Context: an optimization exercise on an open-source flow, tuned for small area, a short achievable clock period and few clock cycles. The choices shown serve that exercise and are no tape-out recipe. Where RTL was checked, it was by simulation tests only, not by an equivalence proof against the original. Function not checked in run 1: the RTL went through the layout flow alone.

`design/flow/config.mk`:
```
export PLATFORM = sky130hd
export DESIGN_NAME = execUnit
export DESIGN_NICKNAME = execUnit
export VERILOG_FILES = /design/flow/design.v
export SDC_FILE = /design/flow/constraint.sdc
export NUM_CORES = 4
export LEC_CHECK = 0
export CAP_MARGIN = 20
export CORE_MARGIN = 2
export CORE_UTILIZATION = 40
export SLEW_MARGIN = 20
```
`design/flow/constraint.sdc`:
```
create_clock -name core_clock -period 6.0 [get_ports {iClk}]
set_input_delay 1.2000 -clock core_clock [delete_from_list [all_inputs] [get_ports {iClk}]]
set_output_delay 1.2000 -clock core_clock [all_outputs]
set_load 0.01 [all_outputs]
```
`design/flow/design.v`:
```
package execPkg;
	typedef logic [16-1:0]   word_t;
	typedef logic [8-1:0]   byte_t;
	typedef logic [16:0]     aluRes_t;  
	typedef logic [5-1:0]    shAmt_t;
	typedef enum logic [1:0] {OPSEL_RF, OPSEL_MEM, OPSEL_IMM, OPSEL_TWO} opSel_t;
	typedef enum logic [2:0] {EXEC_NOP, EXEC_ALU, EXEC_SHIFT, EXEC_DIV, EXEC_REMAINDER} execOp_t;
	typedef enum logic [3:0] {
		ALU_ADD, ALU_OR, ALU_ADC, ALU_SBB, ALU_AND, ALU_SUB, ALU_XOR, ALU_CMP,
		ALU_INC, ALU_DEC, ALU_NOT, ALU_NEG, ALU_TEST, ALU_PASS1, ALU_PASS2, ALU_SHL2
	} aluFunc_t;
	typedef enum logic [2:0] {SH_ROL, SH_ROR, SH_RCL, SH_RCR, SH_SHL, SH_SHR, SH_SAL, SH_SAR} shFunc_t;
endpackage
`timescale 1ns/10ps
module execAlu
(
	input  execPkg::word_t    op1_i,
	input  execPkg::word_t    op2_i,
	input  execPkg::aluFunc_t func_i,
	input  logic     carry_i,
	output execPkg::aluRes_t  res_o
);
	execPkg::word_t  x;
	execPkg::word_t  y;
	logic   cyIn;
	logic   invCy;   
	logic   isArith;
	logic [16:0] sum;
	always_comb
	begin
		x       = op1_i;
		y       = op2_i;
		cyIn    = 1'b0;
		invCy   = 1'b0;
		isArith = 1'b1;
		case (func_i)
			execPkg::ALU_ADD:   ;
			execPkg::ALU_ADC:   cyIn = carry_i;
			execPkg::ALU_SBB:   begin y = ~op2_i; cyIn = ~carry_i; invCy = 1'b1; end
			execPkg::ALU_SUB,
			execPkg::ALU_CMP:   begin y = ~op2_i; cyIn = 1'b1; invCy = 1'b1; end
			execPkg::ALU_INC:   begin y = '0; cyIn = 1'b1; end
			execPkg::ALU_DEC:   begin y = '1; invCy = 1'b1; end
			execPkg::ALU_NEG:   begin x = '0; y = ~op1_i; cyIn = 1'b1; invCy = 1'b1; end  
			default:   isArith = 1'b0;
		endcase
		sum = {1'b0, x} + {1'b0, y} + {{16{1'b0}}, cyIn};
		case (func_i)
			execPkg::ALU_OR:    res_o = {1'b0, op1_i | op2_i};
			execPkg::ALU_AND,
			execPkg::ALU_TEST:  res_o = {1'b0, op1_i & op2_i};
			execPkg::ALU_XOR:   res_o = {1'b0, op1_i ^ op2_i};
			execPkg::ALU_NOT:   res_o = {1'b0, ~op1_i};
			execPkg::ALU_PASS1: res_o = {1'b0, op1_i};
			execPkg::ALU_PASS2: res_o = {1'b0, op2_i};
			execPkg::ALU_SHL2:  res_o = {op2_i[16-2:0], 2'b00};  
			default:   res_o = {sum[16] ^ invCy, sum[16-1:0]};
		endcase
	end
endmodule
`timescale 1ns/10ps
module execShifter
(
	input  execPkg::word_t   data_i,
	input  execPkg::shAmt_t  amount_i,
	input  execPkg::shFunc_t func_i,
	input  logic    bw_i,      
	input  logic    carry_i,
	output execPkg::word_t   res_o,
	output logic    carry_o,
	output logic    overflow_o
);
	localparam int W = 16;
	localparam int B = 8;
	logic         isRight;
	logic         isRc;
	logic [4:0]   k;      
	logic [4:0]   t;      
	logic [2*W+1:0] src;
	logic [2*W+1:0] sh;
	logic [W+1:0] win;
	execPkg::word_t d;
	execPkg::byte_t d8;
	logic         c;
	logic         topBit;
	logic         nextBit;
	always_comb
	begin
		isRight = func_i[0];
		isRc    = (func_i[2:1] == 2'b01);
		d       = data_i;
		d8      = data_i[B-1:0];
		c       = carry_i;
		if (isRc)
		begin
			if (bw_i)
				k = (amount_i >= 5'd17) ? amount_i - 5'd17 : amount_i;
			else if (amount_i >= 5'd27)
				k = amount_i - 5'd27;
			else if (amount_i >= 5'd18)
				k = amount_i - 5'd18;
			else if (amount_i >= 5'd9)
				k = amount_i - 5'd9;
			else
				k = amount_i;
		end
		else
			k = bw_i ? {1'b0, amount_i[3:0]} : {2'b0, amount_i[2:0]};
		if (isRight)
			t = k;
		else
			t = (bw_i ? 5'd16 : 5'd8) - k;
		src = '0;
		if (bw_i)
		begin
			case (func_i)
				execPkg::SH_ROL: src = {c, d, d, 1'b0};
				execPkg::SH_RCL: src = {c, d, c, d[W-1:1], 1'b0};
				execPkg::SH_SHL,
				execPkg::SH_SAL: src = {c, d, {W{1'b0}}, 1'b0};
				execPkg::SH_ROR: src = {1'b0, d, d, c};
				execPkg::SH_RCR: src = {1'b0, d[W-2:0], c, d, c};
				execPkg::SH_SHR: src = {1'b0, {W{1'b0}}, d, c};
				default:         src = {1'b0, {W{d[W-1]}}, d, c};  
			endcase
		end
		else
		begin
			case (func_i)
				execPkg::SH_ROL: src[2*B+1:0] = {c, d8, d8, 1'b0};
				execPkg::SH_RCL: src[2*B+1:0] = {c, d8, c, d8[B-1:1], 1'b0};
				execPkg::SH_SHL,
				execPkg::SH_SAL: src[2*B+1:0] = {c, d8, {B{1'b0}}, 1'b0};
				execPkg::SH_ROR: src[2*B+1:0] = {1'b0, d8, d8, c};
				execPkg::SH_RCR: src[2*B+1:0] = {1'b0, d8[B-2:0], c, d8, c};
				execPkg::SH_SHR: src[2*B+1:0] = {1'b0, {B{1'b0}}, d8, c};
				default:         src[2*B+1:0] = {1'b0, {B{d8[B-1]}}, d8, c};  
			endcase
		end
		sh  = src >> t;
		win = sh[W+1:0];
		if (bw_i)
		begin
			res_o   = win[W:1];
			carry_o = isRight ? win[0] : win[W+1];
		end
		else
		begin
			res_o   = {{(W-B){1'b0}}, win[B:1]};
			carry_o = isRight ? win[0] : win[B+1];
		end
		topBit  = bw_i ? d[W-1] : d[B-1];
		nextBit = bw_i ? d[W-2] : d[B-2];
		case (func_i)
			execPkg::SH_ROR:  overflow_o = topBit ^ d[0];
			execPkg::SH_RCR:  overflow_o = topBit ^ c;
			execPkg::SH_SHR:  overflow_o = topBit;
			execPkg::SH_SAR:  overflow_o = 1'b0;
			default: overflow_o = topBit ^ nextBit;  
		endcase
	end
endmodule
`timescale 1ns/10ps
module divCtrl
(
	input  logic   bw_i,
	input  execPkg::word_t  op1_i,    
	input  execPkg::word_t  op2_i,    
	input  execPkg::word_t  dx_i,     
	output logic   ovf_o,             
	output execPkg::word_t  divisor_o,
	output execPkg::word_t  remLoad_o,
	output execPkg::word_t  resLoad_o
);
	localparam int W = 16;
	localparam int B = 8;
	assign divisor_o = bw_i ? op1_i : {{(W-B){1'b0}}, op1_i[B-1:0]};
	assign remLoad_o = bw_i ? dx_i : {{(W-B){1'b0}}, op2_i[W-1:B]};
	assign ovf_o     = (remLoad_o >= divisor_o);
	assign resLoad_o = {op2_i[W-1:B], (ovf_o && !bw_i) ? {B{1'b0}} : op2_i[B-1:0]};
endmodule
`timescale 1ns/10ps
module divStepCounter
(
	input  logic iClk,
	input  logic load_i,
	input  logic bw_i,
	input  logic step_i,
	output logic lastStep_o
);
	localparam int WORD_CLKS = 16 / 4;
	localparam int BYTE_CLKS = 8 / 4;
	localparam int CW = (WORD_CLKS > 2) ? $clog2(WORD_CLKS) : 1;
	logic [CW-1:0] left;  
	assign lastStep_o = (left == '0);
	always_ff @(posedge iClk)
	begin
		if (load_i)
			left <= bw_i ? CW'(WORD_CLKS - 1) : CW'(BYTE_CLKS - 1);
		else if (step_i)
			left <= left - CW'(1);
	end
endmodule
`timescale 1ns/10ps
module divDatapath
(
	input  logic   bw_i,
	input  execPkg::word_t  rem_i,
	input  execPkg::word_t  quot_i,
	input  execPkg::word_t  divisor_i,
	output execPkg::word_t  rem_o,
	output execPkg::word_t  quot_o
);
	localparam int W  = 16;
	localparam int B  = 8;
	localparam int RB = 4;
	execPkg::word_t r;
	execPkg::word_t shifted;
	logic [W:0]     trial;   
	logic [RB-1:0]  qBits;
	logic           nb;
	logic           q;
	always_comb
	begin
		r = rem_i;
		for (int i = 0; i < RB; i++)
		begin
			nb      = bw_i ? quot_i[W-1-i] : quot_i[B-1-i];
			shifted = {r[W-2:0], nb};
			trial   = {1'b0, shifted} - {1'b0, divisor_i};
			q       = r[W-1] | ~trial[W];
			r       = q ? trial[W-1:0] : shifted;
			qBits[RB-1-i] = q;
		end
		rem_o = r;
		quot_o[B-1:0] = {quot_i[B-1-RB:0], qBits};
		quot_o[W-1:B] = bw_i ? quot_i[W-1-RB:B-RB] : r[B-1:0];
	end
endmodule
`timescale 1ns/10ps
module execUnit
(
	input  logic     iClk,
	input  logic     rstN_i,
	input  execPkg::execOp_t  exec_i,
	input  execPkg::aluFunc_t func_i,    
	input  logic     bw_i,
	input  execPkg::opSel_t   selIn1_i,
	input  execPkg::opSel_t   selIn2_i,
	input  execPkg::word_t    rf1_i,
	input  execPkg::word_t    rf2_i,
	input  execPkg::word_t    mem_i,
	input  execPkg::word_t    imm1_i,
	input  execPkg::word_t    imm2_i,
	input  execPkg::word_t    dx_i,
	input  logic     carry_i,
	input  logic     stall_i,
	output execPkg::word_t    result_o,
	output logic     isZero_o,
	output logic     carry_o,
	output logic     overflow_o,
	output logic     stallD_o,
	output logic     divErr_o
);
	execPkg::word_t   op1;
	execPkg::word_t   op2;
	execPkg::aluRes_t aluRes;
	execPkg::word_t   shRes;
	logic    shCarry;
	logic    shOvf;
	logic    divOvf;
	execPkg::word_t   divisorIn;
	execPkg::word_t   remLoad;
	execPkg::word_t   resLoad;
	execPkg::word_t   stepRem;
	execPkg::word_t   stepQuot;
	logic    idle;
	logic    divStart;
	logic    divStep;
	logic    lastStep;
	execPkg::word_t   resultQ;     
	execPkg::word_t   remQ;        
	execPkg::word_t   divisorQ;
	logic    carryQ;
	logic    ovfQ;
	logic    stallDQ;
	logic    divErrQ;
	logic    divBwQ;
	always_comb
	begin
		case (selIn1_i)
			execPkg::OPSEL_RF:  op1 = rf1_i;
			execPkg::OPSEL_MEM: op1 = mem_i;
			execPkg::OPSEL_IMM: op1 = imm2_i;   
			default:   op1 = execPkg::word_t'(2);
		endcase
		case (selIn2_i)
			execPkg::OPSEL_RF:  op2 = rf2_i;
			execPkg::OPSEL_MEM: op2 = mem_i;
			execPkg::OPSEL_IMM: op2 = imm1_i;
			default:   op2 = execPkg::word_t'(2);
		endcase
	end
	assign idle     = !stallDQ;
	assign divStart = (exec_i == execPkg::EXEC_DIV) && idle;
	assign divStep  = stallDQ && !stall_i;
	execAlu uAlu (.op1_i(op1), .op2_i(op2), .func_i(func_i), .carry_i(carry_i), .res_o(aluRes));
	execShifter uShifter
	(
		.data_i(op1), .amount_i(rf2_i[5-1:0]), .func_i(execPkg::shFunc_t'(func_i[2:0])),
		.bw_i(bw_i), .carry_i(carry_i), .res_o(shRes), .carry_o(shCarry), .overflow_o(shOvf)
	);
	divCtrl uDivCtrl
	(
		.bw_i(bw_i), .op1_i(op1), .op2_i(op2), .dx_i(dx_i), .ovf_o(divOvf), .divisor_o(divisorIn),
		.remLoad_o(remLoad), .resLoad_o(resLoad)
	);
	divStepCounter uDivCnt
	(
		.iClk(iClk), .load_i(divStart), .bw_i(bw_i), .step_i(divStep), .lastStep_o(lastStep)
	);
	divDatapath uDivData
	(
		.bw_i(divBwQ), .rem_i(remQ), .quot_i(resultQ), .divisor_i(divisorQ), .rem_o(stepRem),
		.quot_o(stepQuot)
	);
	always_ff @(posedge iClk)
	begin
		if (divStart)
		begin
			divisorQ <= divisorIn;
			divBwQ   <= bw_i;
		end
	end
	always_ff @(posedge iClk or negedge rstN_i)
	begin
		if (!rstN_i)
		begin
			resultQ <= '0;
			remQ    <= '0;
			carryQ  <= 1'b0;
			ovfQ    <= 1'b0;
			stallDQ <= 1'b0;
			divErrQ <= 1'b0;
		end
		else
		begin
			divErrQ <= divStart && divOvf;  
			if (divStart)
			begin
				stallDQ <= !divOvf;
				remQ    <= remLoad;
				resultQ <= resLoad;
			end
			if (divStep)
			begin
				remQ    <= stepRem;
				resultQ <= stepQuot;
				if (lastStep)
					stallDQ <= 1'b0;
			end
			if (exec_i == execPkg::EXEC_ALU)
			begin
				carryQ  <= aluRes[16];
				ovfQ    <= 1'b0;
				if (idle)
					resultQ <= aluRes[16-1:0];
			end
			else if (exec_i == execPkg::EXEC_SHIFT)
			begin
				carryQ  <= shCarry;
				ovfQ    <= shOvf;
				if (idle)
					resultQ <= shRes;
			end
			else if ((exec_i == execPkg::EXEC_REMAINDER) && idle)
				resultQ <= remQ;
		end
	end
	assign result_o   = resultQ;
	assign isZero_o   = (resultQ == '0);
	assign carry_o    = carryQ;
	assign overflow_o = ovfQ;
	assign stallD_o   = stallDQ;
	assign divErr_o   = divErrQ;
endmodule
```
`design/flow/run.sh`:
```
#!/bin/bash
# synth_recipe.tcl (not shown) runs the flow's synth.tcl, then flattens the netlist and writes it again
# the make line also repeats each setting of config.mk as NAME=value (left out here)
make -C /OpenROAD-flow-scripts/flow DESIGN_CONFIG=/design/flow/config.mk WORK_HOME=/design/flow/orfs CLKGATE_MAP_FILE= SYNTH_SCRIPT=/design/flow/synth_recipe.tcl finish
```
==> results of run 1 <==
[final timing paths]
check                        from      end  slack [ns]  cells after the start
max                        divBwQ  remQ[0]       -3.28                     46
min                          ovfQ     ovfQ        0.50                      2
max reg2reg                divBwQ  remQ[0]       -3.28                     46
min reg2reg                  ovfQ     ovfQ        0.50                      2
max in group asynchronous  rstN_i  remQ[4]        4.40                      1
min in group asynchronous  rstN_i  divErrQ        1.01                      1
[cells in the mapped netlist, drive strengths merged (8+ instances only)]
cell	instances	share of area, %
o21ai	126	4.5
a221o	12	0.86
inv	96	2.6
or2	8	0.36
mux2	68	5.5
a221oi	34	2.1
mux2i	138	9.9
xnor2	41	2.6
a31oi	22	1.1
nand3	36	1.3
and3	13	0.62
edfxtp	19	4.1
a211oi	32	1.8
nand3b	8	0.43
clkbuf	75	2.0
o22a	18	1.1
or3	8	0.36
and2	20	0.89
nor4	12	0.54
a21o	26	1.4
o211ai	23	1.2
ha	137	12
a22oi	24	1.3
a21oi	148	5.5
o21a	40	2.1
nor2b	30	1.3
nor3	40	1.5
o21bai	9	0.48
o22ai	38	1.7
o221ai	14	0.88
a21boi	10	0.54
o31ai	10	0.54
nand2b	24	1.1
buf	42	1.7
dfrtp	36	6.4
nand2	170	4.6
nor2	141	3.9
xor2	22	1.4
[stage by stage]
| step | hold slack [ns] | util (%) |
|---|---|---|
| after floorplan | 0.516 | - |
| after global placement | 0.491 | 53.4 |
| after detailed placement | 0.484 | 53.4 |
| after CTS | 0.503 | 55.2 |
| after global routing | 0.530 | 56.6 |
| final | 0.499 | 56.6 |
[cell families after synthesis]
| group | count (synthesis) | synth area share (%) |
|---|---|---|
| XOR/XNOR | 63 | 3.94 |
| adder cells (fa/ha/maj) | 143 | 13.1 |
| flip-flops | 55 | 10.5 |
| AO/OA/AOI/OAI | 648 | 31.5 |
| AND/OR/NAND/NOR | 532 | 18.1 |
| buffers and inverters | 214 | 6.32 |
| multiplexers | 213 | 16.5 |
[cell type report]
type / count / area [um2] / share of cell area, %
multi-input combinational: 1599 / 12300 / 63.2
timing repair buffer: 551 / 4600 / 23.6
sequential: 55 / 1470 / 7.54
tap: 455 / 569 / 2.92
inverter: 97 / 364 / 1.87
clock buffer: 7 / 164 / 0.840
clock inverter: 1 / 8.76 / 0.0449
[layer usage]
metal / vias up / routed length, um / share of wire (%)
li1: 7926 / - / -
met1: 8022 / 25500 / 39
met2: 830 / 31300 / 47
met3: 220 / 4260 / 6.5
met4: 0 / 4920 / 7.5
met5: - / 0 / 0
[cell usage in the layout (no fill, tap or decap), types with 16 or more instances in the layout]
master           Yosys  layout
nand2b_1            23      23
a22oi_1             24      24
nor2_1             139     135
a21oi_1            142     129
o22ai_1             38      37
a221oi_1            34      33
xnor2_1             41      41
a31oi_1             21      19
nand2_1            170     169
nor3_1              38      34
xor2_1              22      22
and2_1              19      16
buf_4               11     399
a21o_1              26      26
dfrtp_1             36      36
a211oi_1            30      25
mux2i_1            138     130
mux2_2              67      56
inv_1               94      92
edfxtp_1            19      19
clkdlybuf4s50_1      0     129
o21ai_0            117     100
o211ai_1            23      23
ha_1               137     117
o22a_1              18      17
o21a_1              40      40
nor2b_1             30      26
nand3_1             36      36
[critical path, delay by kind of cell, from the launching register on]
family          cells  cell delay [ns]
flops               1             0.42
mux                 5             1.48
fa+ha+maj           5             1.41
simple gates        8             1.36
buf+inv             8             1.04
compound gates     20             3.48
[sequential cells by signal (all words and copies together), names as in the netlist]
name,count
divisorQ,16
remQ,16
resultQ,16
uDivCnt.left,2
carryQ,1
divBwQ,1
divErrQ,1
ovfQ,1
stallDQ,1
[repair_timing]
item | CTS | global route
resized for setup | 68 | 72
pin swaps | 26 | 50
gates cloned | 0 | 1
setup buffers | 27 | 26
endpoints found under the setup margin | 26 | 26
==> flow_summary.toml, run 1 <==
[timing]
clock_skew_ns = 0.00676
fin_ws_ns = -3.28
report.final.slew_viol_count = 0
fmax_mhz = 108
timing.setup.tns_ns = -81.11
hold_viol = 0
maxSlewHeadroom_pct = 32.0
period_share_pct = 155
setup_viol = 26
rsz0062_at_grt = "true"
worstMarginPinSlew_ns = 1.01
period_needed_ns = 9.28

[floorplan]
start_util_pct = 40.6
die_w_um = 191
num_io_pins = 133
rows = 68
dieArea_mm2 = 0.0365
core_mm2 = 0.0345
die_y_um = 191

[clocking]
cts.reportedPaths.clkPinSlew_ns = 0.08
cts_root_buf = "clkbuf_16"
cts_buffer_depth = 2
cts_hold_buf = 0
cts_made_buffers = 5
clock_latency_ns = 0.31
htree_levels = 2
cts_tree = "done"
cts_sinks = 55

[placement]
port_buffers = 132
dp_hpwl_mm = 52.9
preCtsSetupSlack_ns = -3.95
dp_cells = 2712
dpl_cell_area_mm2 = 0.0184
gp_congestion = 1.07

[logic_synthesis]
synth_area_mm2 = 0.0140
synth_cells = 1868
ys_types = 97
synthesis.nets = 2123
syn-mean-instance-area_um2 = 7.49
ys.flop_type = "dfrtp_1"
synth_edf_count = 19
synthArstFlopShare_pct = 65.5
ys_warn_count = 5
synth.yosys.seq_area_share_pct = 10.5
synth-seq-cells = 55

[critical_path]
slowest_stage = "edfxtp_1"
end_kind = "flop"
cp.required_ns = 6.24
critPathKind = "reg2reg"
critPathLaunchType = "flop"
crit_fanout = 6
cpPeakStageDelay_ns = 0.42
cp.arrival_ns = 9.53

[global_route]
grt_pass1_vias = 16600
grt_use_met3_pct = 4.00
top_usage_layer = "met2"
antenna_found_initial = 0
grt_max_degree = 37
grt_usage_pct = 35.4
grt_pass1_wl_mm = 98.7
grt.met1_usage_pct = 41.2
use_met2_pct = 61.3
overflow = 0

[run_status]
violatedChecks = "setup timing"
status = "failed layout checks"

[routing]
route.detailed.drc = 0
first_pass_iters = 6
routed_via_density = 6.15
final_antenna_net_count = 0
first_iter_violations = 1469
totalWireLength_mm = 66.0
vias = 17000
routedWlPerCell_um = 23.9

[layout]
fillCellCount = 3314
area_growth_pct = 39.4
stdcell_count = 2765
fin_area_mm2 = 0.0195
n_antenna_cell = 0
layout-drive-gt1-share_pct = 27.7
layout.nets = 2564

[hold_path]
holdCritPathClass = "reg2reg"

[run]
max_cap_viol_count = 0
==> inputs of run 2 (changes only) <==
--- a/design/flow/design.v
+++ b/design/flow/design.v
@@ -20,21 +20,48 @@
 	input  logic     carry_i,
 	output execPkg::aluRes_t  res_o
 );
+	localparam int W = 16;
 	execPkg::word_t  x;
 	execPkg::word_t  y;
 	logic   cyIn;
 	logic   invCy;   
-	logic   isArith;
-	logic [16:0] sum;
+	execPkg::word_t  p;
+	execPkg::word_t  g;
+	logic [W:0] c;   
+	logic [3:0] tt;
+	logic   isLogic;
+	execPkg::word_t  lg;
+	always_comb
+	begin
+		logic [W-1:0] gg;
+		logic [W-1:0] pp;
+		gg = g;
+		pp = p;
+		gg[0] = g[0] | (p[0] & cyIn);
+		for (int lvl = 1; lvl < W; lvl = lvl * 2)
+		begin
+			for (int i = 0; i < W; i++)
+			begin
+				if ((i / lvl) % 2 == 1)
+				begin
+					int j;
+					j = (i / lvl) * lvl - 1;
+					gg[i] = gg[i] | (pp[i] & gg[j]);
+					pp[i] = pp[i] & pp[j];
+				end
+			end
+		end
+		c[0] = cyIn;
+		for (int i = 1; i <= W; i++)
+			c[i] = gg[i-1];
+	end
 	always_comb
 	begin
-		x       = op1_i;
-		y       = op2_i;
-		cyIn    = 1'b0;
-		invCy   = 1'b0;
-		isArith = 1'b1;
+		x     = op1_i;
+		y     = op2_i;
+		cyIn  = 1'b0;
+		invCy = 1'b0;
 		case (func_i)
-			execPkg::ALU_ADD:   ;
 			execPkg::ALU_ADC:   cyIn = carry_i;
 			execPkg::ALU_SBB:   begin y = ~op2_i; cyIn = ~carry_i; invCy = 1'b1; end
 			execPkg::ALU_SUB,
@@ -42,20 +69,29 @@
 			execPkg::ALU_INC:   begin y = '0; cyIn = 1'b1; end
 			execPkg::ALU_DEC:   begin y = '1; invCy = 1'b1; end
 			execPkg::ALU_NEG:   begin x = '0; y = ~op1_i; cyIn = 1'b1; invCy = 1'b1; end  
-			default:   isArith = 1'b0;
+			default:   ;
 		endcase
-		sum = {1'b0, x} + {1'b0, y} + {{16{1'b0}}, cyIn};
+		p = x ^ y;
+		g = x & y;
+		isLogic = 1'b1;
 		case (func_i)
-			execPkg::ALU_OR:    res_o = {1'b0, op1_i | op2_i};
+			execPkg::ALU_OR:    tt = 4'b1110;
 			execPkg::ALU_AND,
-			execPkg::ALU_TEST:  res_o = {1'b0, op1_i & op2_i};
-			execPkg::ALU_XOR:   res_o = {1'b0, op1_i ^ op2_i};
-			execPkg::ALU_NOT:   res_o = {1'b0, ~op1_i};
-			execPkg::ALU_PASS1: res_o = {1'b0, op1_i};
-			execPkg::ALU_PASS2: res_o = {1'b0, op2_i};
-			execPkg::ALU_SHL2:  res_o = {op2_i[16-2:0], 2'b00};  
-			default:   res_o = {sum[16] ^ invCy, sum[16-1:0]};
+			execPkg::ALU_TEST:  tt = 4'b1000;
+			execPkg::ALU_XOR:   tt = 4'b0110;
+			execPkg::ALU_NOT:   tt = 4'b0011;
+			execPkg::ALU_PASS1: tt = 4'b1100;
+			execPkg::ALU_PASS2: tt = 4'b1010;
+			default:   begin tt = 4'b0000; isLogic = 1'b0; end
 		endcase
+		for (int i = 0; i < W; i++)
+			lg[i] = tt[{op1_i[i], op2_i[i]}];
+		if (isLogic)
+			res_o = {1'b0, lg};
+		else if (func_i == execPkg::ALU_SHL2)
+			res_o = {op2_i[W-2:0], 2'b00};  
+		else
+			res_o = {c[W] ^ invCy, p ^ c[W-1:0]};
 	end
 endmodule
 `timescale 1ns/10ps
@@ -74,13 +110,20 @@
 	localparam int B = 8;
 	logic         isRight;
 	logic         isRc;
+	logic         isShl;
 	logic [4:0]   k;      
 	logic [4:0]   t;      
-	logic [2*W+1:0] src;
-	logic [2*W+1:0] sh;
-	logic [W+1:0] win;
+	execPkg::word_t upper;
+	execPkg::byte_t upper8;
+	logic [2*W:0] src;
+	logic [2*W:0] s8;
+	logic [2*W:0] s4;
+	logic [2*W:0] s2;
+	logic [2*W:0] s1;
+	logic [W:0]   win;
 	execPkg::word_t d;
 	execPkg::byte_t d8;
+	execPkg::word_t res;
 	logic         c;
 	logic         topBit;
 	logic         nextBit;
@@ -88,6 +131,7 @@
 	begin
 		isRight = func_i[0];
 		isRc    = (func_i[2:1] == 2'b01);
+		isShl   = func_i[2] && !func_i[0];
 		d       = data_i;
 		d8      = data_i[B-1:0];
 		c       = carry_i;
@@ -106,49 +150,45 @@
 		end
 		else
 			k = bw_i ? {1'b0, amount_i[3:0]} : {2'b0, amount_i[2:0]};
-		if (isRight)
+		if (isRight || (k == 5'd0))
 			t = k;
+		else if (isRc)
+			t = (bw_i ? 5'd17 : 5'd9) - k;
 		else
 			t = (bw_i ? 5'd16 : 5'd8) - k;
-		src = '0;
-		if (bw_i)
+		if (isRc)
 		begin
-			case (func_i)
-				execPkg::SH_ROL: src = {c, d, d, 1'b0};
-				execPkg::SH_RCL: src = {c, d, c, d[W-1:1], 1'b0};
-				execPkg::SH_SHL,
-				execPkg::SH_SAL: src = {c, d, {W{1'b0}}, 1'b0};
-				execPkg::SH_ROR: src = {1'b0, d, d, c};
-				execPkg::SH_RCR: src = {1'b0, d[W-2:0], c, d, c};
-				execPkg::SH_SHR: src = {1'b0, {W{1'b0}}, d, c};
-				default:         src = {1'b0, {W{d[W-1]}}, d, c};  
-			endcase
+			upper  = {d[W-2:0], c};
+			upper8 = {d8[B-2:0], c};
 		end
-		else
+		else if (!func_i[2] || isShl)
 		begin
-			case (func_i)
-				execPkg::SH_ROL: src[2*B+1:0] = {c, d8, d8, 1'b0};
-				execPkg::SH_RCL: src[2*B+1:0] = {c, d8, c, d8[B-1:1], 1'b0};
-				execPkg::SH_SHL,
-				execPkg::SH_SAL: src[2*B+1:0] = {c, d8, {B{1'b0}}, 1'b0};
-				execPkg::SH_ROR: src[2*B+1:0] = {1'b0, d8, d8, c};
-				execPkg::SH_RCR: src[2*B+1:0] = {1'b0, d8[B-2:0], c, d8, c};
-				execPkg::SH_SHR: src[2*B+1:0] = {1'b0, {B{1'b0}}, d8, c};
-				default:         src[2*B+1:0] = {1'b0, {B{d8[B-1]}}, d8, c};  
-			endcase
-		end
-		sh  = src >> t;
-		win = sh[W+1:0];
-		if (bw_i)
+			upper  = d;
+			upper8 = d8;
+		end
+		else if (func_i[1])
 		begin
-			res_o   = win[W:1];
-			carry_o = isRight ? win[0] : win[W+1];
+			upper  = {W{d[W-1]}};   
+			upper8 = {B{d8[B-1]}};
 		end
 		else
 		begin
-			res_o   = {{(W-B){1'b0}}, win[B:1]};
-			carry_o = isRight ? win[0] : win[B+1];
+			upper  = '0;            
+			upper8 = '0;
 		end
+		src = {upper, (bw_i ? d[W-1:B] : upper8), d8, c};
+		s8  = t[3] ? (src >> 8) : src;
+		s4  = t[2] ? (s8 >> 4) : s8;
+		s2  = t[1] ? (s4 >> 2) : s4;
+		s1  = t[0] ? (s2 >> 1) : s2;
+		win = t[4] ? src[2*W:W] : s1[W:0];
+		for (int i = 0; i < W; i++)
+			res[i] = win[i+1] & !(isShl && (5'(i) < k));
+		res_o = bw_i ? res : {{(W-B){1'b0}}, res[B-1:0]};
+		if (!isRight && !isRc && (k != 5'd0))
+			carry_o = win[1];
+		else
+			carry_o = win[0];
 		topBit  = bw_i ? d[W-1] : d[B-1];
 		nextBit = bw_i ? d[W-2] : d[B-2];
 		case (func_i)
@@ -188,9 +228,9 @@
 	input  logic step_i,
 	output logic lastStep_o
 );
-	localparam int WORD_CLKS = 16 / 4;
-	localparam int BYTE_CLKS = 8 / 4;
-	localparam int CW = (WORD_CLKS > 2) ? $clog2(WORD_CLKS) : 1;
+	localparam int WORD_CLKS = 16 / 2;
+	localparam int BYTE_CLKS = 8 / 2;
+	localparam int CW = 3;
 	logic [CW-1:0] left;  
 	assign lastStep_o = (left == '0);
 	always_ff @(posedge iClk)
@@ -213,7 +253,7 @@
 );
 	localparam int W  = 16;
 	localparam int B  = 8;
-	localparam int RB = 4;
+	localparam int RB = 2;
 	execPkg::word_t r;
 	execPkg::word_t shifted;
 	logic [W:0]     trial;   
--- a/design/flow/config.mk
+++ b/design/flow/config.mk
@@ -5,7 +5,9 @@
 export SDC_FILE = /design/flow/constraint.sdc
 export NUM_CORES = 4
 export LEC_CHECK = 0
+export ABC_AREA = 1
 export CAP_MARGIN = 20
 export CORE_MARGIN = 2
 export CORE_UTILIZATION = 40
+export SETUP_SLACK_MARGIN = 1.5
 export SLEW_MARGIN = 20
==> flow_summary.toml, run 2 <==
[routing]
first_iter_violations = 1241
vias = 13500
final_antenna_net_count = 0
first_pass_iters = 6
routedWlPerCell_um = 20.2
totalWireLength_mm = 47.9
route.detailed.drc = 0
routed_via_density = 5.70

[clocking]
htree_levels = 2
cts_sinks = 56
cts_tree = "done"
cts.reportedPaths.clkPinSlew_ns = 0.08
clock_latency_ns = 0.31
cts_made_buffers = 5
cts_buffer_depth = 2
cts_root_buf = "clkbuf_16"

[run]
max_cap_viol_count = 0

[critical_path]
end_kind = "flop"
crit_fanout = 8
r2r_slack_ns = 1.27
slowest_stage = "dfrtp_1"
cpPeakStageDelay_ns = 0.42
critPathLaunchType = "flop"
critPathKind = "reg2reg"
cp.required_ns = 6.24
cp.arrival_ns = 4.97
cp_common_cell = "nand2_1"

[floorplan]
die_y_um = 166
dieArea_mm2 = 0.0276
die_w_um = 166
core_mm2 = 0.0260
rows = 59
num_io_pins = 133
start_util_pct = 40.5

[global_route]
antenna_found_initial = 0
overflow = 0
grt_pass1_vias = 12900
grt_usage_pct = 33.2
grt_pass1_wl_mm = 72.5
grt_max_degree = 40

[layout]
layout.cells.most_common = "nand2_1"
layout-drive-gt1-share_pct = 21.4
fin_area_mm2 = 0.0143
layout.nets = 2221
reg_top3 = "divisorQ (16), remQ (16), resultQ (16)"
mostFrequentLayoutCells = "476 x nand2_1, 198 x inv_1, 174 x nand3_1, 143 x buf_4, 119 x a21oi_1"
fillCellCount = 2609
area_growth_pct = 35.8

[timing]
period_needed_ns = 4.73
setup_viol = 0
timing.setup.tns_ns = 0
period_share_pct = 78.9
fmax_mhz = 211
report.final.slew_viol_count = 0
clock_skew_ns = 0.0104
maxSlewHeadroom_pct = 26.8
rsz0062_at_grt = "true"
hold_viol = 0
worstMarginPinSlew_ns = 1.10

[logic_synthesis]
synth_most_common_cell = "nand2_1"
yosysTopAreaCellShare_pct = 18.2
synth_cells = 1807
synthArstFlopShare_pct = 64.3
yosys-top-cells-count = "510 x nand2_1, 221 x inv_1, 186 x nand3_1"
synth_area_mm2 = 0.0105
ys_types = 56
ys.flop_type = "dfrtp_1"
synth_area_leaders = "nand2_1 18%, nand3_1 8.8%, dfrtp_1 8.6%"
syn-mean-instance-area_um2 = 5.83
ys_warn_count = 5
yosysTopAreaCell = "nand2_1"
synth-seq-cells = 56
synth_edf_count = 20
synthesis.nets = 1998
synth.yosys.seq_area_share_pct = 14.3

[placement]
gp_congestion = 0.973
port_buffers = 132
dp_hpwl_mm = 37.2
dpl_cell_area_mm2 = 0.0125

[hold_path]
holdCritPathClass = "reg2reg"

[run_status]
status = "timing/DRC/antenna clean"
## run 2: cell count changes after synthesis, moves of 28 or more
cell	previous run	this run
nand2_1	170	510
nand3_1	36	186
mux2i_1	138	0
inv_1	94	221
mux2_2	67	0
ha_1	137	72
a221oi_1	34	4
nor2b_1	30	0
clkbuf_1	75	46
o21a_1	40	11
xnor2_1	41	13
## run 2: cell type report
type / instances / area (um2) / area share (%)
multi-input cells: 1434 / 8650 / 60.5
repair buffers: 294 / 2630 / 18.4
flip-flops and latches: 56 / 1500 / 10.5
inverters: 238 / 943 / 6.59
well taps: 335 / 419 / 2.93
clock buffers: 6 / 129 / 0.901
repair inverters: 1 / 16.3 / 0.114
clock inverters: 2 / 12.5 / 0.0875
diodes: 1 / 2.50 / 0.0175
## run 2: timing repair
action / CTS / global route
pin swaps: 62 / 54
gates resized for setup: 143 / 151
hold buffers: 0 / 0
gates cloned: 3 / 1
setup buffers: 62 / 41
endpoints found under the setup margin: 33 / 33
hold endpoints to repair: 0 / 0
## run 2: path summary, 6_finish.rpt
check	startpoint	to	cells after the start
setup / recovery	resultQ[15]	resultQ[10]	36
hold / removal	uDivCnt.left[0]	uDivCnt.left[0]	1
setup reg to reg	resultQ[15]	resultQ[10]	36
hold reg to reg	uDivCnt.left[0]	uDivCnt.left[0]	1
max in group asynchronous	rstN_i	divErrQ	1
min in group asynchronous	rstN_i	resultQ[2]	1
## run 2: cell families after synthesis
| logic type | count (synthesis) | synth area share (%) |
|---|---|---|
| XOR/XNOR | 30 | 2.49 |
| buffers and inverters | 319 | 12.1 |
| flip-flops | 56 | 14.3 |
| adder cells (fa/ha/maj) | 79 | 9.88 |
| AND/OR/NAND/NOR | 904 | 37.4 |
| AO/OA/AOI/OAI | 419 | 23.8 |
## run 2: per-stage QoR
step / cells / hold slack [ns] / util [%] / setup WS (ns)
after detailed placement: 2251 / 0.553 / 48.1 / 0.337
after CTS: 2324 / 0.567 / 52.0 / 1.37
after global routing: 2366 / 0.577 / 55.0 / 0.973
after global placement: 2251 / 0.550 / 48.1 / 0.379
final: 2367 / 0.568 / 55.1 / 1.27
after floorplan: 1807 / 0.504 / - / 1.48
## run 2: per-layer routing
layer | up-vias | GRT usage [%] | part of all wire (%)
li1 | 6522 | - | -
met1 | 6219 | 41.8 | 40
met2 | 659 | 57.0 | 47
met3 | 97 | 4.77 | 8.4
met4 | 0 | 13.3 | 4.4
met5 | - | 0 | 0
## run 2: critical path: cells and delay by family (launching register included)
family	cells	cell delay (ns)
compound gates	12	1.52
fa+ha+maj	3	0.76
buf+inv	8	0.66
flops	1	0.42
simple gates	13	1.28
Testbench counts of run 2, summed over its fixed seeds: cycles 52,440.
==> inputs of run 3 (changes only) <==
--- a/design/flow/design.v
+++ b/design/flow/design.v
@@ -21,77 +21,86 @@
 	output execPkg::aluRes_t  res_o
 );
 	localparam int W = 16;
-	execPkg::word_t  x;
-	execPkg::word_t  y;
+	logic   negA;
+	logic   useB;
+	logic   invB;
 	logic   cyIn;
 	logic   invCy;   
+	logic   isArith;
+	logic   isShl2;
+	logic [3:0] tt;  
+	execPkg::word_t  x;
+	execPkg::word_t  y;
 	execPkg::word_t  p;
 	execPkg::word_t  g;
-	logic [W:0] c;   
-	logic [3:0] tt;
-	logic   isLogic;
 	execPkg::word_t  lg;
+	logic [W:0] c;   
+	always_comb
+	begin
+		negA    = 1'b0;
+		useB    = 1'b1;
+		invB    = 1'b0;
+		cyIn    = 1'b0;
+		invCy   = 1'b0;
+		isArith = 1'b1;
+		isShl2  = 1'b0;
+		tt      = 4'b0000;
+		case (func_i)
+			execPkg::ALU_ADD:   ;
+			execPkg::ALU_ADC:   cyIn = carry_i;
+			execPkg::ALU_SBB:   begin invB = 1'b1; cyIn = ~carry_i; invCy = 1'b1; end
+			execPkg::ALU_SUB,
+			execPkg::ALU_CMP:   begin invB = 1'b1; cyIn = 1'b1; invCy = 1'b1; end
+			execPkg::ALU_INC:   begin useB = 1'b0; cyIn = 1'b1; end
+			execPkg::ALU_DEC:   begin useB = 1'b0; invB = 1'b1; invCy = 1'b1; end
+			execPkg::ALU_NEG:   begin negA = 1'b1; useB = 1'b0; cyIn = 1'b1; invCy = 1'b1; end  
+			execPkg::ALU_OR:    begin isArith = 1'b0; tt = 4'b1110; end
+			execPkg::ALU_AND,
+			execPkg::ALU_TEST:  begin isArith = 1'b0; tt = 4'b1000; end
+			execPkg::ALU_XOR:   begin isArith = 1'b0; tt = 4'b0110; end
+			execPkg::ALU_NOT:   begin isArith = 1'b0; tt = 4'b0011; end
+			execPkg::ALU_PASS1: begin isArith = 1'b0; tt = 4'b1100; end
+			execPkg::ALU_PASS2: begin isArith = 1'b0; tt = 4'b1010; end
+			default:   begin isArith = 1'b0; isShl2 = 1'b1; end
+		endcase
+	end
 	always_comb
 	begin
 		logic [W-1:0] gg;
 		logic [W-1:0] pp;
+		logic [W-1:0] gn;
+		logic [W-1:0] pn;
+		x  = op1_i ^ {W{negA}};
+		y  = (op2_i & {W{useB}}) ^ {W{invB}};
+		p  = x ^ y;
+		g  = x & y;
 		gg = g;
 		pp = p;
-		gg[0] = g[0] | (p[0] & cyIn);
-		for (int lvl = 1; lvl < W; lvl = lvl * 2)
+		for (int d = 1; d < W; d = d * 2)
 		begin
-			for (int i = 0; i < W; i++)
+			gn = gg;
+			pn = pp;
+			for (int i = d; i < W; i++)
 			begin
-				if ((i / lvl) % 2 == 1)
-				begin
-					int j;
-					j = (i / lvl) * lvl - 1;
-					gg[i] = gg[i] | (pp[i] & gg[j]);
-					pp[i] = pp[i] & pp[j];
-				end
+				gn[i] = gg[i] | (pp[i] & gg[i-d]);
+				pn[i] = pp[i] & pp[i-d];
 			end
+			gg = gn;
+			pp = pn;
 		end
-		c[0] = cyIn;
-		for (int i = 1; i <= W; i++)
-			c[i] = gg[i-1];
+		c = {gg | (pp & {W{cyIn}}), cyIn};
 	end
 	always_comb
 	begin
-		x     = op1_i;
-		y     = op2_i;
-		cyIn  = 1'b0;
-		invCy = 1'b0;
-		case (func_i)
-			execPkg::ALU_ADC:   cyIn = carry_i;
-			execPkg::ALU_SBB:   begin y = ~op2_i; cyIn = ~carry_i; invCy = 1'b1; end
-			execPkg::ALU_SUB,
-			execPkg::ALU_CMP:   begin y = ~op2_i; cyIn = 1'b1; invCy = 1'b1; end
-			execPkg::ALU_INC:   begin y = '0; cyIn = 1'b1; end
-			execPkg::ALU_DEC:   begin y = '1; invCy = 1'b1; end
-			execPkg::ALU_NEG:   begin x = '0; y = ~op1_i; cyIn = 1'b1; invCy = 1'b1; end  
-			default:   ;
-		endcase
-		p = x ^ y;
-		g = x & y;
-		isLogic = 1'b1;
-		case (func_i)
-			execPkg::ALU_OR:    tt = 4'b1110;
-			execPkg::ALU_AND,
-			execPkg::ALU_TEST:  tt = 4'b1000;
-			execPkg::ALU_XOR:   tt = 4'b0110;
-			execPkg::ALU_NOT:   tt = 4'b0011;
-			execPkg::ALU_PASS1: tt = 4'b1100;
-			execPkg::ALU_PASS2: tt = 4'b1010;
-			default:   begin tt = 4'b0000; isLogic = 1'b0; end
-		endcase
 		for (int i = 0; i < W; i++)
 			lg[i] = tt[{op1_i[i], op2_i[i]}];
-		if (isLogic)
-			res_o = {1'b0, lg};
-		else if (func_i == execPkg::ALU_SHL2)
+		res_o = '0;
+		if (isArith)
+			res_o = {c[W] ^ invCy, p ^ c[W-1:0]};
+		else if (isShl2)
 			res_o = {op2_i[W-2:0], 2'b00};  
 		else
-			res_o = {c[W] ^ invCy, p ^ c[W-1:0]};
+			res_o = {1'b0, lg};
 	end
 endmodule
 `timescale 1ns/10ps
@@ -255,22 +264,42 @@
 	localparam int B  = 8;
 	localparam int RB = 2;
 	execPkg::word_t r;
-	execPkg::word_t shifted;
-	logic [W:0]     trial;   
+	execPkg::word_t sh;
+	execPkg::word_t dn;      
+	execPkg::word_t p;
+	execPkg::word_t gg;
+	execPkg::word_t pp;
+	execPkg::word_t gn;
+	execPkg::word_t pn;
+	logic [W:0]     c;       
 	logic [RB-1:0]  qBits;
-	logic           nb;
 	logic           q;
 	always_comb
 	begin
-		r = rem_i;
-		for (int i = 0; i < RB; i++)
+		dn = ~divisor_i;
+		r  = rem_i;
+		for (int s = 0; s < RB; s++)
 		begin
-			nb      = bw_i ? quot_i[W-1-i] : quot_i[B-1-i];
-			shifted = {r[W-2:0], nb};
-			trial   = {1'b0, shifted} - {1'b0, divisor_i};
-			q       = r[W-1] | ~trial[W];
-			r       = q ? trial[W-1:0] : shifted;
-			qBits[RB-1-i] = q;
+			sh = {r[W-2:0], (bw_i ? quot_i[W-1-s] : quot_i[B-1-s])};
+			p  = sh ^ dn;
+			gg = sh & dn;
+			pp = p;
+			for (int d = 1; d < W; d = d * 2)
+			begin
+				gn = gg;
+				pn = pp;
+				for (int i = d; i < W; i++)
+				begin
+					gn[i] = gg[i] | (pp[i] & gg[i-d]);
+					pn[i] = pp[i] & pp[i-d];
+				end
+				gg = gn;
+				pp = pn;
+			end
+			c = {gg | pp, 1'b1};  
+			q = r[W-1] | c[W];
+			r = q ? (p ^ c[W-1:0]) : sh;
+			qBits[RB-1-s] = q;
 		end
 		rem_o = r;
 		quot_o[B-1:0] = {quot_i[B-1-RB:0], qBits};
@@ -372,6 +401,53 @@
 			divBwQ   <= bw_i;
 		end
 	end
+	execPkg::word_t resultD;
+	execPkg::word_t remD;
+	logic    carryD;
+	logic    ovfD;
+	logic    stallDD;
+	always_comb
+	begin
+		resultD = resultQ;
+		remD    = remQ;
+		carryD  = carryQ;
+		ovfD    = ovfQ;
+		stallDD = stallDQ;
+		if (stallDQ)
+		begin
+			if (!stall_i)
+			begin
+				resultD = stepQuot;
+				remD    = stepRem;
+				stallDD = !lastStep;
+			end
+		end
+		else
+		begin
+			case (exec_i)
+				execPkg::EXEC_ALU:
+				begin
+					resultD = aluRes[16-1:0];
+					carryD  = aluRes[16];
+					ovfD    = 1'b0;
+				end
+				execPkg::EXEC_SHIFT:
+				begin
+					resultD = shRes;
+					carryD  = shCarry;
+					ovfD    = shOvf;
+				end
+				execPkg::EXEC_DIV:
+				begin
+					resultD = resLoad;
+					remD    = remLoad;
+					stallDD = !divOvf;
+				end
+				execPkg::EXEC_REMAINDER: resultD = remQ;
+				default: ;
+			endcase
+		end
+	end
 	always_ff @(posedge iClk or negedge rstN_i)
 	begin
 		if (!rstN_i)
@@ -385,36 +461,12 @@
 		end
 		else
 		begin
+			resultQ <= resultD;
+			remQ    <= remD;
+			carryQ  <= carryD;
+			ovfQ    <= ovfD;
+			stallDQ <= stallDD;
 			divErrQ <= divStart && divOvf;  
-			if (divStart)
-			begin
-				stallDQ <= !divOvf;
-				remQ    <= remLoad;
-				resultQ <= resLoad;
-			end
-			if (divStep)
-			begin
-				remQ    <= stepRem;
-				resultQ <= stepQuot;
-				if (lastStep)
-					stallDQ <= 1'b0;
-			end
-			if (exec_i == execPkg::EXEC_ALU)
-			begin
-				carryQ  <= aluRes[16];
-				ovfQ    <= 1'b0;
-				if (idle)
-					resultQ <= aluRes[16-1:0];
-			end
-			else if (exec_i == execPkg::EXEC_SHIFT)
-			begin
-				carryQ  <= shCarry;
-				ovfQ    <= shOvf;
-				if (idle)
-					resultQ <= shRes;
-			end
-			else if ((exec_i == execPkg::EXEC_REMAINDER) && idle)
-				resultQ <= remQ;
 		end
 	end
 	assign result_o   = resultQ;
==> design/flow/flow/run.sh (new file) <==
#!/bin/bash
# The standard layout (the standard.sh: standard synthesis, floorplan, power grid, taps,
# placement, CTS, routing), with one change: the buffers that placement puts on every input and
# output port are sky130_fd_sc_hd__buf_2 instead of the resizer's default pick (a delay cell,
# clkdlybuf4s50_1). Every port still gets its own buffer. The full output of make and the tools
# goes to standard_flow.log here; ORFS also keeps each step's log under orfs/logs/.
set -euo pipefail
export BUFFER_PORTS_ARGS="-buffer_cell sky130_fd_sc_hd__buf_2"
bash standard.sh > standard_flow.log 2>&1
==> design/flow/standard.sh (new file) <==
#!/bin/bash
# synth_recipe.tcl (not shown) runs the flow's synth.tcl, then flattens the netlist and writes it again
# the make line also repeats each setting of config.mk as NAME=value (left out here)
make -C /OpenROAD-flow-scripts/flow DESIGN_CONFIG=/design/flow/config.mk WORK_HOME=/design/flow/orfs CLKGATE_MAP_FILE= SYNTH_SCRIPT=/design/flow/synth_recipe.tcl "${@:-finish}"
--- a/design/flow/config.mk
+++ b/design/flow/config.mk
@@ -8,6 +8,6 @@
 export ABC_AREA = 1
 export CAP_MARGIN = 20
 export CORE_MARGIN = 2
-export CORE_UTILIZATION = 40
+export CORE_UTILIZATION = 60
 export SETUP_SLACK_MARGIN = 1.5
 export SLEW_MARGIN = 20
removed: design/flow/run.sh
==> flow_summary.toml, run 3 <==
[logic_synthesis]
synth_most_common_cell = "nand2_1"
synth.yosys.seq_area_share_pct = 14.8
yosys-top-cells-count = "448 x nand2_1, 225 x nand3_1, 197 x inv_1"
synth_area_mm2 = 0.0102
synth_area_leaders = "nand2_1 17%, nand3_1 11%, ha_1 9.4%"
syn-mean-instance-area_um2 = 5.83
ys_types = 60
yosysTopAreaCellShare_pct = 16.6
synthesis.nets = 1929
ys_warn_count = 5
synth-seq-cells = 56
ys.flop_type = "dfrtp_1"
synth_edf_count = 20
synth_cells = 1740
synthArstFlopShare_pct = 64.3
yosysTopAreaCell = "nand2_1"

[global_route]
grt_pass1_vias = 11700
overflow = 0
grt_pass1_wl_mm = 61.5
grt_usage_pct = 43.3
grt_max_degree = 37
antenna_found_initial = 1

[floorplan]
rows = 47
core_mm2 = 0.0166
num_io_pins = 133
die_y_um = 134
dieArea_mm2 = 0.0180
die_w_um = 134
start_util_pct = 61.2

[critical_path]
critPathKind = "reg2reg"
critPathTopFamily = "simple AND/OR/NAND/NOR gates"
end_kind = "flop"
crit_fanout = 8
path_buf_inv = 2
critPathLaunchType = "flop"
cp_common_cell = "nand2_1"
cp.required_ns = 6.23
cp_cell_sequence = "ha_1 -> nand4_1 -> nor4_1 -> nand2_1 -> nand3_2 -> nand2_2 -> nand2_4 -> clkinvlp_4 -> nand2_1 -> o21ai_1 -> ha_1 -> a21oi_2 -> o21ai_1 -> a21oi_1 -> nand3_2 -> a21oi_4 -> o221ai_4 -> buf_12 -> a21oi_2 -> nand2_1 -> nand2_1 -> a21oi_1 -> a21oi_1"
slowest_stage = "dfrtp_1"
cp.arrival_ns = 5.00
cpPeakStageDelay_ns = 0.45

[routing]
routedWlPerCell_um = 20.2
first_iter_violations = 1929
routed_via_density = 6.37
final_antenna_net_count = 0
vias = 13500
first_pass_iters = 8
totalWireLength_mm = 43.0
route.detailed.drc = 0

[clocking]
clock_latency_ns = 0.30
cts_made_buffers = 5
cts_buffer_depth = 2
cts_hold_buf = 0
cts_tree = "done"
htree_levels = 2
cts_root_buf = "clkbuf_16"
cts.reportedPaths.clkPinSlew_ns = 0.08
cts_sinks = 56

[placement]
gp_congestion = 1.06
port_buffers = 132
dp_hpwl_mm = 31.7

[layout]
reg_top3 = "divisorQ (16), remQ (16), resultQ (16)"
area_growth_pct = 21.3
layout.nets = 2091
layout-drive-gt1-share_pct = 20.2
mostFrequentLayoutCells = "430 x nand2_1, 210 x nand3_1, 186 x inv_1, 130 x buf_2, 123 x nor2_1"
layout.cells.most_common = "nand2_1"
fillCellCount = 1412

[timing]
maxSlewHeadroom_pct = 33.8
timing.setup.tns_ns = 0
clock_skew_ns = 0.0100
report.final.slew_viol_count = 0
hold_viol = 0
fmax_mhz = 210
worstMarginPinSlew_ns = 0.989
period_share_pct = 79.5
setup_viol = 0
rsz0062_at_grt = "true"
period_needed_ns = 4.77

[hold_path]
holdCritPathClass = "reg2reg"

[run_status]
status = "timing/DRC/antenna clean"

[run]
max_cap_viol_count = 0
## run 3: changes by cell type after synthesis, sizes merged, moves of 14 or more
cell    change
xnor2      +16
nor2       +23
xor2       +19
inv        -32
o221ai     -14
nand3      +33
or2        -14
a22oi      -15
buf        -14
nand2      -69
## run 3: what timing repair did
action,4_1_cts,5_1_grt
setup endpoints to repair,33,33
pin swaps,14,53
cloned,2,2
gates resized for setup,51,147
buffers inserted,20,35
endpoints found under the hold margin,0,0
## run 3: cells by family (layout without fill, tap and decap cells)
kind of cell	count (synthesis)	in the layout	synth area share, %
other cells	0	1	0
mux	1	1	0.0986
compound gates	378	378	21.4
xor+xnor	65	65	5.76
flops	56	56	14.8
buf+inv	274	436	10.8
simple gates	889	890	37.6
fa+ha+maj	77	77	9.56
## run 3: area by class of cell
| class | count | area (um2) | area share [%] |
|---|---|---|---|
| clock buffers | 5 | 125 | 1.02 |
| well taps | 220 | 275 | 2.24 |
| flip-flops and latches | 56 | 1500 | 12.2 |
| clock inverters | 3 | 17.5 | 0.142 |
| diodes | 1 | 2.50 | 0.0203 |
| repair inverters | 1 | 7.51 | 0.0610 |
| multi-input cells | 1411 | 8150 | 66.2 |
| repair buffers | 217 | 1420 | 11.5 |
| inverters | 210 | 817 | 6.63 |
## run 3: worst paths after layout
| check | slack (ns) | startpoint | to | depth (start not counted) |
|---|---|---|---|---|
| worst max-delay path | 1.23 | remQ[8] | resultQ[11] | 23 |
| worst min-delay path | 0.53 | resultQ[3] | resultQ[3] | 2 |
| worst max register to register | 1.23 | remQ[8] | resultQ[11] | 23 |
| worst min register to register | 0.53 | resultQ[3] | resultQ[3] | 2 |
| max in group asynchronous | 4.39 | rstN_i | resultQ[3] | 1 |
| min in group asynchronous | 1.01 | rstN_i | remQ[12] | 1 |
## run 3: worst register-to-register path: stages, from the launching register on
cell	delay, ns
dfrtp_1	0.45
ha_1	0.45
nand4_1	0.20
nor4_1	0.42
nand2_1	0.17
nand3_2	0.12
nand2_2	0.09
nand2_4	0.12
clkinvlp_4	0.19
nand2_1	0.11
o21ai_1	0.09
ha_1	0.38
a21oi_2	0.20
o21ai_1	0.10
a21oi_1	0.19
nand3_2	0.13
a21oi_4	0.17
o221ai_4	0.19
buf_12	0.21
a21oi_2	0.29
nand2_1	0.11
nand2_1	0.08
a21oi_1	0.05
a21oi_1	0.18
## run 3: through the flow
stage               util [%]  hold slack, ns  setup WS [ns]  std cells  instance area (um2)
global placement        66.3           0.485          0.693       2056                11000
floorplan                  -           0.472           1.50       1740                10200
global route            74.3           0.568           1.12       2124                12300
CTS                     69.2           0.533           1.50       2086                11500
finish                  74.3           0.530           1.23       2124                12300
detailed placement      66.3           0.515          0.639       2056                11000
## run 3: metal layers
| layer | part of all wire, % | track usage (%) |
|---|---|---|
| met1 | 36 | 54.4 |
| met2 | 44 | 70.2 |
| met3 | 13 | 7.86 |
| met4 | 7.7 | 24.6 |
| met5 | 0 | 0 |
Testbench counts of run 3, summed over its fixed seeds: cycles 52,440.
==> inputs of run 4 (changes only) <==
--- a/design/flow/design.v
+++ b/design/flow/design.v
@@ -35,33 +35,33 @@
 	execPkg::word_t  g;
 	execPkg::word_t  lg;
 	logic [W:0] c;   
+	logic [3:0] f;
 	always_comb
 	begin
-		negA    = 1'b0;
-		useB    = 1'b1;
-		invB    = 1'b0;
-		cyIn    = 1'b0;
-		invCy   = 1'b0;
-		isArith = 1'b1;
-		isShl2  = 1'b0;
-		tt      = 4'b0000;
-		case (func_i)
-			execPkg::ALU_ADD:   ;
-			execPkg::ALU_ADC:   cyIn = carry_i;
-			execPkg::ALU_SBB:   begin invB = 1'b1; cyIn = ~carry_i; invCy = 1'b1; end
-			execPkg::ALU_SUB,
-			execPkg::ALU_CMP:   begin invB = 1'b1; cyIn = 1'b1; invCy = 1'b1; end
-			execPkg::ALU_INC:   begin useB = 1'b0; cyIn = 1'b1; end
-			execPkg::ALU_DEC:   begin useB = 1'b0; invB = 1'b1; invCy = 1'b1; end
-			execPkg::ALU_NEG:   begin negA = 1'b1; useB = 1'b0; cyIn = 1'b1; invCy = 1'b1; end  
-			execPkg::ALU_OR:    begin isArith = 1'b0; tt = 4'b1110; end
+		f       = func_i;
+		isArith = (f == execPkg::ALU_ADD) || (f == execPkg::ALU_ADC) || (f == execPkg::ALU_SBB) ||
+		          (f == execPkg::ALU_SUB) || (f == execPkg::ALU_CMP) || (f == execPkg::ALU_INC) ||
+		          (f == execPkg::ALU_DEC) || (f == execPkg::ALU_NEG);
+		isShl2  = (f == execPkg::ALU_SHL2);
+		useB    = !f[3];                 
+		invB    = f[0] && !(f[3] && f[1]);  
+		negA    = f[3] && f[1];          
+		invCy   = f[0];                  
+		if (f[3])
+			cyIn = !f[0] || f[1];        
+		else if (f[2])
+			cyIn = 1'b1;                 
+		else
+			cyIn = f[1] && (carry_i ^ f[0]);  
+		case (f)
+			execPkg::ALU_OR:    tt = 4'b1110;
 			execPkg::ALU_AND,
-			execPkg::ALU_TEST:  begin isArith = 1'b0; tt = 4'b1000; end
-			execPkg::ALU_XOR:   begin isArith = 1'b0; tt = 4'b0110; end
-			execPkg::ALU_NOT:   begin isArith = 1'b0; tt = 4'b0011; end
-			execPkg::ALU_PASS1: begin isArith = 1'b0; tt = 4'b1100; end
-			execPkg::ALU_PASS2: begin isArith = 1'b0; tt = 4'b1010; end
-			default:   begin isArith = 1'b0; isShl2 = 1'b1; end
+			execPkg::ALU_TEST:  tt = 4'b1000;
+			execPkg::ALU_XOR:   tt = 4'b0110;
+			execPkg::ALU_NOT:   tt = 4'b0011;
+			execPkg::ALU_PASS1: tt = 4'b1100;
+			execPkg::ALU_PASS2: tt = 4'b1010;
+			default:   tt = 4'b0000;
 		endcase
 	end
 	always_comb
@@ -226,7 +226,7 @@
 	assign divisor_o = bw_i ? op1_i : {{(W-B){1'b0}}, op1_i[B-1:0]};
 	assign remLoad_o = bw_i ? dx_i : {{(W-B){1'b0}}, op2_i[W-1:B]};
 	assign ovf_o     = (remLoad_o >= divisor_o);
-	assign resLoad_o = {op2_i[W-1:B], (ovf_o && !bw_i) ? {B{1'b0}} : op2_i[B-1:0]};
+	assign resLoad_o = bw_i ? op2_i : {(ovf_o ? op2_i[W-1:B] : op2_i[B-1:0]), {B{1'b0}}};
 endmodule
 `timescale 1ns/10ps
 module divStepCounter
@@ -254,6 +254,7 @@
 module divDatapath
 (
 	input  logic   bw_i,
+	input  logic   last_i,              
 	input  execPkg::word_t  rem_i,
 	input  execPkg::word_t  quot_i,
 	input  execPkg::word_t  divisor_i,
@@ -280,7 +281,7 @@
 		r  = rem_i;
 		for (int s = 0; s < RB; s++)
 		begin
-			sh = {r[W-2:0], (bw_i ? quot_i[W-1-s] : quot_i[B-1-s])};
+			sh = {r[W-2:0], quot_i[W-1-s]};
 			p  = sh ^ dn;
 			gg = sh & dn;
 			pp = p;
@@ -302,8 +303,9 @@
 			qBits[RB-1-s] = q;
 		end
 		rem_o = r;
-		quot_o[B-1:0] = {quot_i[B-1-RB:0], qBits};
-		quot_o[W-1:B] = bw_i ? quot_i[W-1-RB:B-RB] : r[B-1:0];
+		quot_o = {quot_i[W-1-RB:0], qBits};
+		if (!bw_i && last_i)
+			quot_o[W-1:B] = r[B-1:0];
 	end
 endmodule
 `timescale 1ns/10ps
@@ -390,7 +392,7 @@
 	);
 	divDatapath uDivData
 	(
-		.bw_i(divBwQ), .rem_i(remQ), .quot_i(resultQ), .divisor_i(divisorQ), .rem_o(stepRem),
+		.bw_i(divBwQ), .last_i(lastStep), .rem_i(remQ), .quot_i(resultQ), .divisor_i(divisorQ), .rem_o(stepRem),
 		.quot_o(stepQuot)
 	);
 	always_ff @(posedge iClk)
--- a/design/flow/config.mk
+++ b/design/flow/config.mk
@@ -8,6 +8,6 @@
 export ABC_AREA = 1
 export CAP_MARGIN = 20
 export CORE_MARGIN = 2
-export CORE_UTILIZATION = 60
+export CORE_UTILIZATION = 50
 export SETUP_SLACK_MARGIN = 1.5
 export SLEW_MARGIN = 20
==> flow_summary.toml, run 4 <==
[run_status]
status = "timing/DRC/antenna clean"

[logic_synthesis]
yosysTopAreaCell = "nand2_1"
synth_most_common_cell = "nand2_1"
synth.yosys.seq_area_share_pct = 14.8
synthArstFlopShare_pct = 64.3
ys.flop_type = "dfrtp_1"
ys_warn_count = 5
synth_area_leaders = "nand2_1 17%, nand3_1 10%, ha_1 9.3%"
synth-seq-cells = 56
yosys-top-cells-count = "468 x nand2_1, 206 x inv_1, 205 x nand3_1"
synth_cells = 1746
yosysTopAreaCellShare_pct = 17.3
synth_area_mm2 = 0.0102
syn-mean-instance-area_um2 = 5.83
ys_types = 53
synthesis.nets = 1935
synth_edf_count = 20

[routing]
routed_via_density = 6.15
vias = 13500
first_pass_iters = 6
routedWlPerCell_um = 20.7
totalWireLength_mm = 45.4
final_antenna_net_count = 0
route.detailed.drc = 0
first_iter_violations = 1625

[layout]
stdcell_count = 2195
layout.cells.most_common = "nand2_1"
reg_top3 = "divisorQ (16), remQ (16), resultQ (16)"
layout-drive-gt1-share_pct = 23.1
n_antenna_cell = 0
final_util_pct = 64.4
layout.nets = 2113
area_growth_pct = 27.3
mostFrequentLayoutCells = "436 x nand2_1, 194 x nand3_1, 189 x inv_1, 133 x buf_2, 127 x a21oi_1"

[timing]
timing.setup.tns_ns = 0
fin_ws_ns = 1.30
report.final.slew_viol_count = 0
fmax_mhz = 213
clock_skew_ns = 0.00534
period_share_pct = 78.3
maxSlewHeadroom_pct = 28.5
worstMarginPinSlew_ns = 1.07
setup_viol = 0
hold_viol = 0
rsz0062_at_grt = "true"
period_needed_ns = 4.70

[critical_path]
crit_fanout = 5
reg2reg_depth = 31
cp.arrival_ns = 4.88
rr_endpoint = "resultQ[13]"
critPathLaunchType = "flop"
end_kind = "flop"
cp.required_ns = 6.18
slowest_stage = "dfrtp_1"
cpPeakStageDelay_ns = 0.43
cp_common_cell = "nand2_1"
r2r_slack_ns = 1.30
critPathKind = "reg2reg"
worstReg2RegStart = "remQ[7]"

[floorplan]
start_util_pct = 50.6
core_mm2 = 0.0201
die_w_um = 147
rows = 52
num_io_pins = 133
dieArea_mm2 = 0.0215
die_y_um = 147

[global_route]
grt_pass1_vias = 11900
top_usage_layer = "met2"
overflow = 0
grt.met1_usage_pct = 50.3
grt_pass1_wl_mm = 65.8
antenna_found_initial = 0
grt_max_degree = 60
use_met2_pct = 63.0
grt_use_met3_pct = 5.06
grt_usage_pct = 38.7

[placement]
dp_hpwl_mm = 33.8
preCtsSetupSlack_ns = 0.475
port_buffers = 132
gp_congestion = 1.01
dp_cells = 2117

[clocking]
cts_tree = "done"
cts_hold_buf = 0
htree_levels = 2
clock_latency_ns = 0.31
cts_sinks = 56
cts.reportedPaths.clkPinSlew_ns = 0.08
cts_made_buffers = 5
cts_buffer_depth = 2
cts_root_buf = "clkbuf_16"

[run]
max_cap_viol_count = 0

[hold_path]
min_from = "resultQ[0]"
hold_end = "resultQ[0]"
holdCritPathClass = "reg2reg"
holdPathStages = 2
==> run 4: cell families after synthesis <==
kind of cell / synth area share, %
AND/OR/NAND/NOR: 36.2
buffers and inverters: 11.2
flip-flops: 14.8
adder cells (fa/ha/maj): 9.54
AO/OA/AOI/OAI: 23.9
XOR/XNOR: 4.39
==> run 4: final cells by class <==
cell class / count / area (um2)
Timing Repair inverter: 1 / 5.00
Sequential cell: 56 / 1500
Fill cell: 1897 / 7150
Inverter: 219 / 857
Tap cell: 270 / 338
Timing Repair Buffer: 237 / 1570
Clock inverter: 1 / 8.76
Multi-Input combinational cell: 1404 / 8540
Clock buffer: 7 / 133
==> run 4: routing by layer <==
metal  part of all wire, %  up-vias  wire, um
met5                     0        -         0
met4                   5.6        0      2570
met3                    11      153      4830
met2                    45      933     20500
met1                    38     6171     17500
li1                      -     6247         -
==> run 4: how the worst max path moves through the flow <==
stage	start	end	depth (start not counted)
after CTS	selIn2_i[0]	resultQ[7]	27
after global routing	divisorQ[10]	remQ[4]	34
final	remQ[7]	resultQ[13]	31
after global placement	remQ[5]	remQ[10]	34
after detailed placement	remQ[5]	remQ[12]	34
after floorplan	remQ[5]	remQ[14]	34
==> run 4: critical path: cells and delay by family (launching register included) <==
family | cells | cell delay [ns]
AND/OR/NAND/NOR | 17 | 1.87
AO/OA/AOI/OAI | 9 | 1.38
adder cells (fa/ha/maj) | 2 | 0.51
flip-flops | 1 | 0.43
buffers and inverters | 3 | 0.38
==> run 4: through the flow <==
stage	hold WS [ns]	area (um2)
after floorplan	0.472	10200
after global placement	0.483	11200
after detailed placement	0.493	11200
after CTS	0.510	11900
after global routing	0.531	13000
final	0.506	13000
==> run 4: what timing repair did <==
item,in CTS,in global routing
setup buffers,23,37
cloned,3,7
pin swaps,17,61
resized for setup,85,156
endpoints found under the setup margin,33,33
endpoints found under the hold margin,0,0
Testbench counts of run 4, summed over its fixed seeds: cycles 52,440.

what the ideal ports hide:
How much do the figures lean on ideal ports? The routed layouts below were timed once more, with nothing changed but the port constraints.
Step 1 (the two cells are an assumption about what drives the block):
set clk [get_ports {iClk}]
set_driving_cell -lib_cell sky130_fd_sc_hd__clkbuf_16 $clk
set_driving_cell -lib_cell sky130_fd_sc_hd__buf_2 [delete_from_list [all_inputs] $clk]
Step 2, shift: input delay + t, output delay - t, t = (earliest + latest rising clock arrival at the registers) / 2. This alone moves slack from input paths to output paths.
Slacks: ideal / step 1 / step 2; pairs: ideal / step 1.
| run | shift t [ns] | setup WS [ns] | slew at the worst register clock pin (ns) | worst slew at a driven data input, ns | pins driven straight from the clock port |
|---|---|---|---|---|---|
| run 1 | 0.352 | -3.284 / -3.284 / -3.284 | 0.08 / 0.08 | 0.05 | 1 |
| run 2 | 0.343 | 1.269 / 1.269 / 1.157 | 0.08 / 0.08 | 0.06 | 1 |
| run 3 | 0.339 | 1.231 / 1.231 / 1.231 | 0.08 / 0.08 | 0.04 | 1 |
| run 4 | 0.347 | 1.305 / 1.305 / 1.171 | 0.08 / 0.08 | 0.04 | 1 |
The setup slack of run 4, which loses most, moves by 0.000 ns with the drivers and by -0.134 ns with both steps.
